Context: an optimization exercise on an open-source flow, tuned for small area, a short achievable clock period and few clock cycles. The choices shown serve that exercise and are no tape-out recipe.
At most, simulation tests tie the RTL to the original design; equivalence was not proved.
Power is estimated from default activity; no workload was simulated.

before:
==> flow/design.v <==
`default_nettype none
package scaler_pkg;
    localparam int SRC_WIDTH  = 160;
    localparam int SRC_HEIGHT = 120;
    localparam int SCALE = 2;
    localparam int READ_LATENCY = 2;
    typedef logic [18:0] addr_t;
    typedef logic [7:0]  pixel_t;
    typedef enum logic [3:0] {
        MODE_REPLICATE = 4'd0,
        MODE_DECIMATE  = 4'd1,
        MODE_AVERAGE   = 4'd3,
        MODE_COPY      = 4'd4
    } mode_t;
endpackage
`default_nettype wire
`timescale 1ns/1ps
`default_nettype none
module image_scaler (
    input  logic        clk,
    input  logic        reset,
    input  logic [3:0]  mode,
    output logic [18:0] rom_addr,
    input  logic [7:0]  rom_data,
    output logic [18:0] ram_wraddr,
    output logic [7:0]  ram_data,
    output logic        ram_wren,
    output logic        done
);
    localparam logic [1:0] M_REP = 2'b00, M_DEC = 2'b01, M_COPY = 2'b10, M_AVG = 2'b11;
    logic        op;
    logic [1:0]  enc;
    logic        act;
    logic [1:0]  m;
    logic        hold;
    assign op   = ~mode[3] & (mode[2] ? (mode[1:0] == 2'b00) : (mode[1:0] != 2'b10));
    assign enc  = mode[2] ? M_COPY : mode[1:0];
    assign hold = op & act & (enc == m);
    wire rep  = (m == M_REP);
    wire dec  = (m == M_DEC);
    wire avg  = (m == M_AVG);
    logic        run;
    logic [14:0] A;
    logic [8:0]  c;
    logic        ry;
    logic [1:0]  sub, sube;
    logic        rowend, last, go;
    logic [14:0] d;
    assign sub    = c[1:0];
    assign sube   = dec ? 2'b11 : sub;
    assign rowend = (c[8:2] == 7'd79) & (sube == 2'b11);
    assign last   = (A == (dec ? 15'd19038 : 15'd19199)) & (~rep | (c[0] & ry));
    assign go     = hold & run & ~last;
    always_comb begin
        case (m)
            M_COPY: d = 15'd1;
            M_DEC:  d = rowend ? 15'd162 : 15'd2;
            M_REP:  d = ~c[0] ? 15'd0 : ((rowend & ~ry) ? -15'd159 : 15'd1);
            default: case (sub)
                2'd1:    d = 15'd159;
                2'd3:    d = rowend ? 15'd1 : -15'd159;
                default: d = 15'd1;
            endcase
        endcase
    end
    always_ff @(posedge clk) begin
        A  <= go ? A + d : 15'd0;
        c  <= (go & ~rowend) ? {c[8:2], sube} + 9'd1 : 9'd0;
        ry <= go & (ry ^ rowend);
    end
    logic        rw, rf, rl;
    logic [9:0]  acc;
    logic [16:0] W;
    always_ff @(posedge clk or negedge reset) begin
        if (!reset) begin
            act  <= 1'b0;
            m    <= M_REP;
            run  <= 1'b0;
            rw   <= 1'b0;
            rl   <= 1'b0;
            ram_wren <= 1'b0;
            done <= 1'b0;
        end else begin
            act  <= op;
            m    <= enc;
            run  <= op & (~hold | (run & ~last));
            rw   <= hold & run & (~avg | (sub == 2'd3));
            rl   <= hold & run & last;
            ram_wren <= hold & rw;
            done <= hold & (done | rl);
        end
    end
    always_ff @(posedge clk) begin
        rf  <= ~avg | (sub == 2'd0);
        acc <= avg ? ((rf ? 10'd0 : acc) + {2'b00, rom_data}) : {rom_data, 2'b00};
        W   <= hold ? W + {16'd0, ram_wren} : 17'd0;
    end
    assign rom_addr   = {4'd0, A};
    assign ram_wraddr = {2'd0, W};
    assign ram_data   = acc[9:2];
endmodule
`default_nettype wire
clock: 5.0 ns
lec_check: 0
cap_margin: 20
core_margin: 2
core_utilization: 40
setup_slack_margin: 3.0
slew_margin: 20
run.sh (not shown) runs the stock make flow with config.mk's settings and CLKGATE_MAP_FILE= SYNTH_SCRIPT=/design/flow/synth_recipe.tcl, a recipe that flattens the netlist after the stock synthesis.
Testbench counts of before, summed over its fixed seeds: cycles 960,064.
diff inputs: before => after
--- a/flow/design.v
+++ b/flow/design.v
@@ -36,24 +36,28 @@
     assign op   = ~mode[3] & (mode[2] ? (mode[1:0] == 2'b00) : (mode[1:0] != 2'b10));
     assign enc  = mode[2] ? M_COPY : mode[1:0];
     assign hold = op & act & (enc == m);
     wire rep  = (m == M_REP);
     wire dec  = (m == M_DEC);
     wire avg  = (m == M_AVG);
+    wire copy = (m == M_COPY);
     logic        run;
     logic [14:0] A;
-    logic [8:0]  c;
-    logic        ry;
+    logic [8:0]  c;        
+    logic        ry;       
+    logic        rowend;   
+    logic        last;     
     logic [1:0]  sub, sube;
-    logic        rowend, last, go;
+    logic        go, prelast;
     logic [14:0] d;
-    assign sub    = c[1:0];
-    assign sube   = dec ? 2'b11 : sub;
-    assign rowend = (c[8:2] == 7'd79) & (sube == 2'b11);
-    assign last   = (A == (dec ? 15'd19038 : 15'd19199)) & (~rep | (c[0] & ry));
-    assign go     = hold & run & ~last;
+    assign sub  = c[1:0];
+    assign sube = dec ? 2'b11 : sub;
+    assign go   = hold & run & ~last;
+    assign prelast = ((copy | avg) & (A == 15'd19198))
+                   | (dec & (A == 15'd19036))
+                   | (rep & ry & ~c[0] & (A == 15'd19199));
     always_comb begin
         case (m)
             M_COPY: d = 15'd1;
             M_DEC:  d = rowend ? 15'd162 : 15'd2;
             M_REP:  d = ~c[0] ? 15'd0 : ((rowend & ~ry) ? -15'd159 : 15'd1);
             default: case (sub)
@@ -61,32 +65,35 @@
                 2'd3:    d = rowend ? 15'd1 : -15'd159;
                 default: d = 15'd1;
             endcase
         endcase
     end
     always_ff @(posedge clk) begin
-        A  <= go ? A + d : 15'd0;
-        c  <= (go & ~rowend) ? {c[8:2], sube} + 9'd1 : 9'd0;
-        ry <= go & (ry ^ rowend);
+        A      <= go ? A + d : 15'd0;
+        c      <= (go & ~rowend) ? {c[8:2], sube} + 9'd1 : 9'd0;
+        ry     <= go & (ry ^ rowend);
+        rowend <= go & ~rowend & (dec ? (c[8:2] == 7'd78) : (c == 9'd318));
     end
     logic        rw, rf, rl;
     logic [9:0]  acc;
     logic [16:0] W;
     always_ff @(posedge clk or negedge reset) begin
         if (!reset) begin
             act  <= 1'b0;
             m    <= M_REP;
             run  <= 1'b0;
+            last <= 1'b0;
             rw   <= 1'b0;
             rl   <= 1'b0;
             ram_wren <= 1'b0;
             done <= 1'b0;
         end else begin
             act  <= op;
             m    <= enc;
             run  <= op & (~hold | (run & ~last));
+            last <= go & prelast;
             rw   <= hold & run & (~avg | (sub == 2'd3));
             rl   <= hold & run & last;
             ram_wren <= hold & rw;
             done <= hold & (done | rl);
         end
     end
[summary]
- First-pass GRT wire length came out lower on after than on before.
- Taking before as the reference, in after final cell count shrank by about 0.8%; die area now larger; reported leakage power -0.032 nW; number of nets at the end of the flow saw a decrease.
- Against before as the reference, after delivers a lower count of buffers added by post-CTS timing repair for setup.
- The final design utilization of after exceeds that of before by 1.8 points.
- In after the non-clock buffer count turned out 3 lower than in before.
No functional check of the RTL was part of after.

* * *

run 3:
Another version of the RTL of image_scaler (not shown whole).
Size: about 73 flip-flops.
==> module image_scaler, before the edit <==
module image_scaler (
    input  logic        clk,
    input  logic        reset,
    input  logic [3:0]  mode,
    output logic [18:0] rom_addr,
    input  logic [7:0]  rom_data,
    output logic [18:0] ram_wraddr,
    output logic [7:0]  ram_data,
    output logic        ram_wren,
    output logic        done
);
    logic rep, dec, avg, copy;
    logic m_rep, m_dec, m_avg, m_copy;
    logic hold, hr;
    assign m_rep  = (mode == 4'd0);
    assign m_dec  = (mode == 4'd1);
    assign m_avg  = (mode == 4'd3);
    assign m_copy = (mode == 4'd4);
    assign hold = (m_rep & rep) | (m_dec & dec) | (m_avg & avg) | (m_copy & copy);
    function automatic logic [3:0] step_of(input logic f_rep, input logic f_dec,
                                           input logic f_avg, input logic f_copy,
                                           input logic [1:0] f_sub, input logic f_rowend,
                                           input logic f_ry);
        logic up, dn, e1, e2;
        up = (f_dec & f_rowend) | (f_avg & ((f_sub == 2'd0) | ((f_sub == 2'd3) & f_rowend)));
        dn = (f_rep & f_sub[0] & f_rowend & ~f_ry) | (f_avg & (f_sub == 2'd2));
        e2 = f_dec;
        e1 = f_copy | (f_rep & f_sub[0]) | (f_avg & f_sub[0]);
        step_of = {up, dn, e2, e1};
    endfunction
    logic        run;
    logic [14:0] A;
    logic [1:0]  sub;      
    logic [2:0]  xh;       
    logic        ry;       
    logic        rowend;   
    logic        last;     
    logic [3:0]  step;
    logic        rd, go, prelast, rowend_n, ry_n;
    logic [5:0]  lo;
    logic [10:0] hi;
    assign rd   = hr & run;
    assign go   = rd & ~last;
    assign prelast = (copy & (A == 15'd19198))
                   | ((avg | (rep & ry & ~sub[0])) & (A == 15'd19199))
                   | (dec & (A == 15'd19036));
    assign rowend_n = ~rowend & (xh == 3'd4)
                    & ((((rep & ~sub[0]) | (avg & (sub == 2'd2))) & (A[4:0] == 5'd31))
                       | (dec & (A[4:0] == 5'd28)));
    assign ry_n     = ry ^ rowend;
    assign lo = {1'b0, A[4:0]} + {4'd0, step[1], step[0]};
    logic z4, cy;
    assign cy = z4 & (step[1] | (step[0] & A[0]));
    assign hi = {A[14:5], 1'b1} + {{7{step[2]}}, step[3], step[2], step[3] | step[2], cy};
    always_ff @(posedge clk) begin
        A      <= go ? {hi[10:1], lo[4:0]} : 15'd0;
        z4     <= go & (&lo[4:1]);
        sub    <= go ? sub + 2'd1 : 2'd0;
        xh     <= (go & ~rowend) ? xh + {2'd0, cy} : 3'd0;
        ry     <= go & ry_n;
        rowend <= go & rowend_n;
        step   <= hr ? step_of(rep, dec, avg, copy, sub + 2'd1, rowend_n, ry_n)
                     : step_of(rep, dec, avg, copy, 2'd0, 1'b0, 1'b0);
    end
    logic        rw1, rw2;
    logic [7:0]  P;
    logic [9:0]  acc;
    logic [16:0] W;
    always_ff @(posedge clk or negedge reset) begin
        if (!reset) begin
            hr   <= 1'b0;
            ram_wren <= 1'b0;
            done <= 1'b0;
        end else begin
            hr   <= hold;
            ram_wren <= hold & rw2;
            done <= hold & (done | (hr & ~run & rw2 & ~rw1));
        end
    end
    always_ff @(posedge clk) begin
        rep  <= m_rep;
        dec  <= m_dec;
        avg  <= m_avg;
        copy <= m_copy;
        run  <= hr ? (run & ~last) : (rep | dec | avg | copy);
        last <= go & prelast;
        rw1  <= hold & rd & (~avg | (sub == 2'd3));
        rw2  <= hold & rw1;
    end
    always_ff @(posedge clk) begin
        P   <= rom_data;
        acc <= (avg & (sub != 2'd2)) ? acc + {2'b00, P} : (avg ? {2'b00, P} : {P, 2'b00});
        W   <= hr ? W + {16'd0, ram_wren} : 17'd0;
    end
    assign rom_addr   = {4'd0, A};
    assign ram_wraddr = {2'd0, W};
    assign ram_data   = acc[9:2];
endmodule
==> flow/config.mk <==
export PLATFORM = sky130hd
export DESIGN_NAME = image_scaler
export DESIGN_NICKNAME = image_scaler
export VERILOG_FILES = /design/flow/design.v
export SDC_FILE = /design/flow/constraint.sdc
export NUM_CORES = 4
export LEC_CHECK = 0
export CAP_MARGIN = 20
export CORE_MARGIN = 2
export CORE_UTILIZATION = 40
export SETUP_SLACK_MARGIN = 3.0
export SLEW_MARGIN = 20
==> flow/constraint.sdc <==
create_clock -name core_clock -period 5.0 [get_ports {clk}]
set_input_delay 1.0000 -clock core_clock [delete_from_list [all_inputs] [get_ports {clk}]]
set_output_delay 1.0000 -clock core_clock [all_outputs]
set_load 0.01 [all_outputs]
standard.sh (not shown) runs the stock make flow with config.mk's settings and CLKGATE_MAP_FILE= SYNTH_SCRIPT=/design/flow/synth_recipe.tcl, a recipe that flattens the netlist after the stock synthesis.
==> flow/flow/run.sh <==
#!/bin/bash
# The standard layout (standard.sh, unchanged synthesis), with plain buffers
# instead of delay cells on the ports, and no dummy loads in the clock tree.
# Full make output in standard.log.
bash standard.sh BUFFER_PORTS_ARGS="-buffer_cell sky130_fd_sc_hd__buf_2" \
  CTS_ARGS="-sink_clustering_enable -repair_clock_nets -dont_use_dummy_load" finish > standard.log 2>&1
Modified inputs, run 2 compared to run 3
diff --git a/flow/design.v b/flow/design.v
--- a/flow/design.v
+++ b/flow/design.v
@@ -54,5 +54,5 @@
     logic        rowend;   
     logic        last;     
-    logic [3:0]  step;
+    logic [3:0]  step;     
     logic        rd, go, prelast, rowend_n, ry_n;
     logic [5:0]  lo;
@@ -67,7 +67,7 @@
                        | (dec & (A[4:0] == 5'd28)));
     assign ry_n     = ry ^ rowend;
-    assign lo = {1'b0, A[4:0]} + {4'd0, step[1], step[0]};
+    assign lo = {1'b0, A[4:0]} + {4'd0, dec, step[0]};
     logic z4, cy;
-    assign cy = z4 & (step[1] | (step[0] & A[0]));
+    assign cy = z4 & (dec | (step[0] & A[0]));
     assign hi = {A[14:5], 1'b1} + {{7{step[2]}}, step[3], step[2], step[3] | step[2], cy};
     always_ff @(posedge clk) begin
@@ -81,6 +81,5 @@
                      : step_of(rep, dec, avg, copy, 2'd0, 1'b0, 1'b0);
     end
-    logic        rw1, rw2;
-    logic [7:0]  P;
+    logic        rw2;
     logic [9:0]  acc;
     logic [16:0] W;
@@ -93,5 +92,5 @@
             hr   <= hold;
             ram_wren <= hold & rw2;
-            done <= hold & (done | (hr & ~run & rw2 & ~rw1));
+            done <= hold & (done | (hr & ~run & rw2));
         end
     end
@@ -103,10 +102,8 @@
         run  <= hr ? (run & ~last) : (rep | dec | avg | copy);
         last <= go & prelast;
-        rw1  <= hold & rd & (~avg | (sub == 2'd3));
-        rw2  <= hold & rw1;
+        rw2  <= hold & rd & (~avg | (sub == 2'd3));
     end
     always_ff @(posedge clk) begin
-        P   <= rom_data;
-        acc <= (avg & (sub != 2'd2)) ? acc + {2'b00, P} : (avg ? {2'b00, P} : {P, 2'b00});
+        acc <= (avg & (sub != 2'd1)) ? acc + {2'b00, rom_data} : (avg ? {2'b00, rom_data} : {rom_data, 2'b00});
         W   <= hr ? W + {16'd0, ram_wren} : 17'd0;
     end
Notes after the runs:
On net total in the final layout: run 2 sits below run 3. Max freq run 3 -> run 2: degraded. Run 2 against run 3: worst setup slack lower; design area increased 70 µm²; detail-routed via count per cell now larger. When run 2 is set beside run 3, its sequential share of layout area turns out to be 5.4 points smaller.
No functional check of the RTL was part of any run of this note.

* * *

== run a ==
image_scaler, a different RTL version from the one above (not shown whole).
Size: about 390 cells after synthesis, roughly 75 flip-flops, about 62 I/O pins.
==> module image_scaler, before the edit <==
module image_scaler (
    input  logic        clk,
    input  logic        reset,
    input  logic [3:0]  mode,
    output logic [18:0] rom_addr,
    input  logic [7:0]  rom_data,
    output logic [18:0] ram_wraddr,
    output logic [7:0]  ram_data,
    output logic        ram_wren,
    output logic        done
);
    logic rep, dec, avg, copy;
    logic m_rep, m_dec, m_avg, m_copy;
    logic hold, hr;
    assign m_rep  = (mode == 4'd0);
    assign m_dec  = (mode == 4'd1);
    assign m_avg  = (mode == 4'd3);
    assign m_copy = (mode == 4'd4);
    assign hold = (m_rep & rep) | (m_dec & dec) | (m_avg & avg) | (m_copy & copy);
    function automatic logic [3:0] step_of(input logic f_rep, input logic f_dec,
                                           input logic f_avg, input logic f_copy,
                                           input logic [1:0] f_sub, input logic f_rowend,
                                           input logic f_ry);
        logic up, dn, e1, e2;
        up = (f_dec & f_rowend) | (f_avg & ((f_sub == 2'd0) | ((f_sub == 2'd3) & f_rowend)));
        dn = (f_rep & f_sub[0] & f_rowend & ~f_ry) | (f_avg & (f_sub == 2'd2));
        e2 = f_dec;
        e1 = f_copy | (f_rep & f_sub[0]) | (f_avg & f_sub[0]);
        step_of = {up, dn, e2, e1};
    endfunction
    logic        run;
    logic [14:0] A;
    logic [1:0]  sub;      
    logic [2:0]  xh;       
    logic        ry;       
    logic        rowend;   
    logic        last;     
    logic [3:0]  step;
    logic        rd, go, prelast, rowend_n, ry_n;
    logic [5:0]  lo;
    logic [10:0] hi;
    assign rd   = hr & run;
    assign go   = rd & ~last;
    assign prelast = (copy & (A == 15'd19198))
                   | ((avg | (rep & ry & ~sub[0])) & (A == 15'd19199))
                   | (dec & (A == 15'd19036));
    assign rowend_n = ~rowend & (xh == 3'd4)
                    & ((((rep & ~sub[0]) | (avg & (sub == 2'd2))) & (A[4:0] == 5'd31))
                       | (dec & (A[4:0] == 5'd28)));
    assign ry_n     = ry ^ rowend;
    assign lo = {1'b0, A[4:0]} + {4'd0, step[1], step[0]};
    logic z4, cy;
    assign cy = z4 & (step[1] | (step[0] & A[0]));
    assign hi = {A[14:5], 1'b1} + {{7{step[2]}}, step[3], step[2], step[3] | step[2], cy};
    always_ff @(posedge clk) begin
        A      <= go ? {hi[10:1], lo[4:0]} : 15'd0;
        z4     <= go & (&lo[4:1]);
        sub    <= go ? sub + 2'd1 : 2'd0;
        xh     <= (go & ~rowend) ? xh + {2'd0, cy} : 3'd0;
        ry     <= go & ry_n;
        rowend <= go & rowend_n;
        step   <= hr ? step_of(rep, dec, avg, copy, sub + 2'd1, rowend_n, ry_n)
                     : step_of(rep, dec, avg, copy, 2'd0, 1'b0, 1'b0);
    end
    logic        rw1, rl1, rw2, rl2;
    logic [7:0]  P;
    logic [9:0]  acc;
    logic [16:0] W;
    always_ff @(posedge clk or negedge reset) begin
        if (!reset) begin
            hr   <= 1'b0;
            ram_wren <= 1'b0;
            done <= 1'b0;
        end else begin
            hr   <= hold;
            ram_wren <= hold & rw2;
            done <= hold & (done | rl2);
        end
    end
    always_ff @(posedge clk) begin
        rep  <= m_rep;
        dec  <= m_dec;
        avg  <= m_avg;
        copy <= m_copy;
        run  <= hr ? (run & ~last) : (rep | dec | avg | copy);
        last <= go & prelast;
        rw1  <= hold & rd & (~avg | (sub == 2'd3));
        rl1  <= hold & rd & last;
        rw2  <= hold & rw1;
        rl2  <= hold & rl1;
    end
    always_ff @(posedge clk) begin
        P   <= rom_data;
        acc <= (avg & (sub != 2'd2)) ? acc + {2'b00, P} : (avg ? {2'b00, P} : {P, 2'b00});
        W   <= hr ? W + {16'd0, ram_wren} : 17'd0;
    end
    assign rom_addr   = {4'd0, A};
    assign ram_wraddr = {2'd0, W};
    assign ram_data   = acc[9:2];
endmodule
==> flow/config.mk <==
export PLATFORM = sky130hd
export DESIGN_NAME = image_scaler
export DESIGN_NICKNAME = image_scaler
export VERILOG_FILES = /design/flow/design.v
export SDC_FILE = /design/flow/constraint.sdc
export NUM_CORES = 4
export LEC_CHECK = 0
export CAP_MARGIN = 20
export CORE_MARGIN = 2
export CORE_UTILIZATION = 40
export SETUP_SLACK_MARGIN = 3.0
export SLEW_MARGIN = 20
==> flow/constraint.sdc <==
create_clock -name core_clock -period 5.0 [get_ports {clk}]
set_input_delay 1.0000 -clock core_clock [delete_from_list [all_inputs] [get_ports {clk}]]
set_output_delay 1.0000 -clock core_clock [all_outputs]
set_load 0.01 [all_outputs]
Scripts as last shown in full above: flow/flow/run.sh
Testbench counts of run a, summed over its fixed seeds: cycles 960,128.
What run b does differently from run a at the input level:
--- a/flow/design.v
+++ b/flow/design.v
@@ -53,7 +53,7 @@
     logic        ry;       
     logic        rowend;   
     logic        last;     
-    logic [3:0]  step;
+    logic [3:0]  step;     
     logic        rd, go, prelast, rowend_n, ry_n;
     logic [5:0]  lo;
     logic [10:0] hi;
@@ -66,9 +66,9 @@
                     & ((((rep & ~sub[0]) | (avg & (sub == 2'd2))) & (A[4:0] == 5'd31))
                        | (dec & (A[4:0] == 5'd28)));
     assign ry_n     = ry ^ rowend;
-    assign lo = {1'b0, A[4:0]} + {4'd0, step[1], step[0]};
+    assign lo = {1'b0, A[4:0]} + {4'd0, dec, step[0]};
     logic z4, cy;
-    assign cy = z4 & (step[1] | (step[0] & A[0]));
+    assign cy = z4 & (dec | (step[0] & A[0]));
     assign hi = {A[14:5], 1'b1} + {{7{step[2]}}, step[3], step[2], step[3] | step[2], cy};
     always_ff @(posedge clk) begin
         A      <= go ? {hi[10:1], lo[4:0]} : 15'd0;
@@ -80,7 +80,7 @@
         step   <= hr ? step_of(rep, dec, avg, copy, sub + 2'd1, rowend_n, ry_n)
                      : step_of(rep, dec, avg, copy, 2'd0, 1'b0, 1'b0);
     end
-    logic        rw1, rl1, rw2, rl2;
+    logic        rw1, rw2;
     logic [7:0]  P;
     logic [9:0]  acc;
     logic [16:0] W;
@@ -92,7 +92,7 @@
         end else begin
             hr   <= hold;
             ram_wren <= hold & rw2;
-            done <= hold & (done | rl2);
+            done <= hold & (done | (hr & ~run & rw2 & ~rw1));
         end
     end
     always_ff @(posedge clk) begin
@@ -102,10 +102,8 @@
         copy <= m_copy;
         run  <= hr ? (run & ~last) : (rep | dec | avg | copy);
         last <= go & prelast;
-        rw1  <= hold & rd & (~avg | (sub == 2'd3));
-        rl1  <= hold & rd & last;
-        rw2  <= hold & rw1;
-        rl2  <= hold & rl1;
+        rw1  <= rd & (~avg | (sub == 2'd3));
+        rw2  <= hold & hr & rw1;
     end
     always_ff @(posedge clk) begin
         P   <= rom_data;
Run b closes out successfully: all stages finished, all timing, DRC and antenna checks passed. Post-synthesis xor/xnor area fraction across run b and run a: no real change. In the reports for run b and run a, the larger die area belongs to run a. | setup slack | run b vs run a | worse |. Pre-CTS setup slack | run b below run a. Run a and run b ended up with roughly the same number of inserted filler cells in the final layout. In the reports for run b and run a, the smaller area of the mapped netlist belongs to run b. Run b vs run a — post-synthesis area per instance dropped by a few percent. In the metrics for run b and run a, the one carrying the lower clock period minus worst slack is run a. Synthesized cell count of run b exceeds that of run a slightly. Run a ended up with fewer cell instances than run b did.
Function not checked in run b: the RTL went through the layout flow alone.

-- re-timing with driven ports --
How much do the figures lean on ideal ports? The routed layouts below were timed once more, with nothing changed but the port constraints. Step 1 assumes that a clkbuf_16 drives the clock port and a buf_2 every other input. Step 2 moves the port delays by t, midway between the first and last clock arrival at a register: inputs arrive t later, outputs are due t later. That takes back most of the time a late clock gives input paths. Slacks: no drivers / after step 1 / after step 2; pairs: no drivers / after step 1.
run	t, ns	setup WS [ns]	pins driven straight from the clock port
before	0.357	1.405 / 1.405 / 1.405	1
after	0.368	2.605 / 2.605 / 2.522	1
run 3	0.369	2.991 / 2.991 / 2.847	1
run 2	0.366	2.760 / 2.752 / 2.386	1
run a	0.368	3.048 / 3.037 / 2.769	1
run b	0.360	3.032 / 3.003 / 2.913	1
After both steps setup and hold are still met in every run listed. The setup slack of run 2, which loses most, moves by -0.008 ns with the drivers and by -0.374 ns with both steps.
